Source: an optimization exercise on an open RTL-to-GDS flow (aim: small area, a short achievable clock period and few clock cycles per item). Production flows keep margins and buffers that such runs may drop. Only simulation tests tie the RTL to the original design; equivalence was not proved. Power and IR drop assume default switching activity.

run A:
==> flow/design.v <==
package stackPkg;
    localparam int dataW = 8;
    localparam int addrW = 7;
    localparam int ringN = (1 << addrW) - 2;
    typedef enum logic [2:0] {
        opClear,
        opPush,
        opPop,
        opAdd,
        opSub
    } stackOp_t;
endpackage
`timescale 1ns/1ps
module stackTop (
    input logic clk,
    input logic arstN,
    input logic req,
    input stackPkg::stackOp_t op,
    input logic [stackPkg::dataW-1:0] value,
    output logic ack,
    output logic [stackPkg::dataW-1:0] topValue,
    output logic stackEmpty
);
    localparam int W = stackPkg::dataW;
    localparam int N = stackPkg::ringN;
    logic [W-1:0] top;
    logic [W-1:0] ring [0:N-1];
    logic pol;
    logic [3:0] pos;
    logic [3:0] posNext;
    logic [stackPkg::addrW-1:0] depth;
    logic empty;
    logic exec;
    logic isPush;
    logic isPop;
    logic isAdd;
    logic isSub;
    logic isClear;
    logic rotUp;
    logic rotDown;
    logic [W-1:0] second;
    logic [W-1:0] secR;
    logic [W-1:0] sumR;
    logic [W-1:0] diffR;
    logic [W-1:0] wrData;
    assign exec = req && !ack;
    assign isClear = exec && (op == stackPkg::opClear);
    assign isPush = exec && (op == stackPkg::opPush);
    assign isPop = exec && (op == stackPkg::opPop);
    assign isAdd = exec && (op == stackPkg::opAdd);
    assign isSub = exec && (op == stackPkg::opSub);
    always_comb begin
        second = ({W{pos[0]}} & ring[N-1])
               | ({W{pos[1]}} & ring[0])
               | ({W{pos[2]}} & ring[1])
               | ({W{pos[3]}} & ring[2]);
        second = second ^ {W{pol}};
    end
    always_ff @(posedge clk) begin
        secR <= second;
        sumR <= second + top;
        diffR <= second - top;
    end
    assign wrData = ~(top ^ {W{pol}});
    always_comb begin
        if (isPush) posNext = rotUp ? pos : {2'b00, pos[3:2]};
        else if (isPop || isAdd || isSub) posNext = rotUp ? {pos[1:0], 2'b00} : pos;
        else posNext = rotUp ? {pos[2:0], 1'b0} : {1'b0, pos[3:1]};
    end
    always_ff @(posedge clk or negedge arstN) begin
        if (!arstN) begin
            ack <= 1'b0;
            depth <= '0;
            empty <= 1'b1;
            pol <= 1'b0;
            pos <= 4'b0010;
            rotUp <= 1'b1;
            rotDown <= 1'b0;
        end else begin
            if (exec) ack <= 1'b1;
            else if (!req) ack <= 1'b0;
            pol <= !pol;
            pos <= posNext;
            rotUp <= posNext[0] || posNext[1];
            rotDown <= posNext[2] || posNext[3];
            if (isClear) begin
                depth <= '0;
                empty <= 1'b1;
            end else if (isPush) begin
                depth <= depth + 1'b1;
                empty <= 1'b0;
            end else if (isPop || isAdd || isSub) begin
                depth <= depth - 1'b1;
                empty <= (depth == 1);
            end
        end
    end
    always_ff @(posedge clk) begin
        if (isPush) top <= value;
        else if (isPop) top <= secR;
        else if (isAdd) top <= sumR;
        else if (isSub) top <= diffR;
    end
    for (genvar i = 0; i < N; i++) begin : g_ring
        logic [W-1:0] fromBelow;
        logic [W-1:0] fromAbove;
        logic [W-1:0] rotated;
        assign fromBelow = ring[(i + N - 1) % N];
        assign fromAbove = ring[(i + 1) % N];
        assign rotated = ~((fromAbove | {W{rotUp}}) & (fromBelow | {W{rotDown}}));
        if (i == 0 || i == N - 1) begin : g_write
            logic wrHere;
            assign wrHere = isPush && ((i == 0) ? (pos[1] || pos[3]) : (pos[0] || pos[2]));
            always_ff @(posedge clk) begin
                ring[i] <= wrHere ? wrData : rotated;
            end
        end else begin : g_plain
            always_ff @(posedge clk) begin
                ring[i] <= rotated;
            end
        end
    end
    assign topValue = top;
    assign stackEmpty = empty;
endmodule
Settings: LEC_CHECK=0, CAP_MARGIN=20, CORE_MARGIN=2, CORE_UTILIZATION=40, SETUP_SLACK_MARGIN=3.6, SLEW_MARGIN=20; clock period 6.0 ns.
run.sh (not shown) runs the stock make flow with config.mk's settings and CLKGATE_MAP_FILE= SYNTH_SCRIPT=/design/flow/synth_recipe.tcl, a recipe that flattens the netlist after the stock synthesis.
Testbench counts of run A, summed over its fixed seeds: cycles 24,000, items 12,000.
Edits applied to the flow inputs when going from run A to run B:
# run A
export LEC_CHECK = 0
export CAP_MARGIN = 20
export CORE_MARGIN = 2
export CORE_UTILIZATION = 40
export SETUP_SLACK_MARGIN = 3.6
export SLEW_MARGIN = 20
create_clock -name core_clock -period 6.0 [get_ports {clk}]
# run B
export LEC_CHECK = 0
export CAP_MARGIN = 20
export CORE_MARGIN = 2
export CORE_UTILIZATION = 40
export CTS_BUF_LIST = sky130_fd_sc_hd__clkbuf_16
export CTS_CLUSTER_DIAMETER = 80
export CTS_CLUSTER_SIZE = 30
export SETUP_SLACK_MARGIN = 3.6
export SLEW_MARGIN = 20
create_clock -name core_clock -period 6.0 [get_ports {clk}]
--- outcome ---
Area overhead of the layout relative to synthesis: run B vs run A down 7.2 points. Taking run A as the reference, in run B summed area of non-filler cells in the final layout dropped 6.2%, worst hold-check slack climbed 0.011 ns, post-synthesis share of cell area spent on xor and xnor gates barely changed, peak ir drop on the vdd network dropped 7.6%. Compared with run A, run B shows met1 routed wirelength after detailed routing lower by about 1%. Where internal power of the cells is concerned, run A is outperformed by run B. Summary of run B over run A: register-to-register slack has increased, static leakage has decreased, power consumption has decreased.
Here is what was changed in the inputs of run C compared with run B.
# run B
export LEC_CHECK = 0
export CAP_MARGIN = 20
export CORE_MARGIN = 2
export CORE_UTILIZATION = 40
export CTS_BUF_LIST = sky130_fd_sc_hd__clkbuf_16
export CTS_CLUSTER_DIAMETER = 80
export CTS_CLUSTER_SIZE = 30
export SETUP_SLACK_MARGIN = 3.6
export SLEW_MARGIN = 20
create_clock -name core_clock -period 6.0 [get_ports {clk}]
# run C
export LEC_CHECK = 0
export ABC_AREA = 1
export CAP_MARGIN = 20
export CORE_MARGIN = 2
export CORE_UTILIZATION = 40
export CTS_BUF_LIST = sky130_fd_sc_hd__clkbuf_16
export CTS_CLUSTER_DIAMETER = 80
export CTS_CLUSTER_SIZE = 30
export SETUP_SLACK_MARGIN = 3.6
export SLEW_MARGIN = 20
create_clock -name core_clock -period 6.0 [get_ports {clk}]
Notes after the runs:
Run C consumes more power than run B does.
[compare] base=run B new=run C: number of logic stages on the critical path including buffering saw a decrease, share of power burned in combinational logic saw an increase, count of placed standard cells in the final layout, fillers left out saw an increase.

-- port drivers added, routing unchanged --
Ports are ideal in the flow. The routed layouts listed here were re-timed in OpenROAD. Step 1 sets driving cells, clkbuf_16 on the clock port and buf_2 on the other inputs (assumed; they add their load-dependent delay and slew). Step 2 times the ports against the registers' clock, not the clock port: input delays grow and output delays shrink by t, the midpoint of the rising clock arrivals with the driver on. Slacks: ideal / step 1 / step 2; pairs: ideal / step 1.
run	t (ns)	setup slack, ns	worst setup path after step 2	latest minus earliest clock arrival (ns)	worst register clock-pin slew, ns
run A	0.695	3.529 / 3.470 / 3.093	input to register	0.029 / 0.030	0.07 / 0.07
run B	0.655	3.544 / 3.500 / 3.087	input to register	0.031 / 0.032	0.11 / 0.11
run C	0.663	3.497 / 3.435 / 3.020	input to register	0.043 / 0.043	0.11 / 0.11
After both steps setup and hold are still met in every run listed. For run C, which loses most, drivers alone change the setup slack by -0.062 ns; drivers and shift together by -0.477 ns.
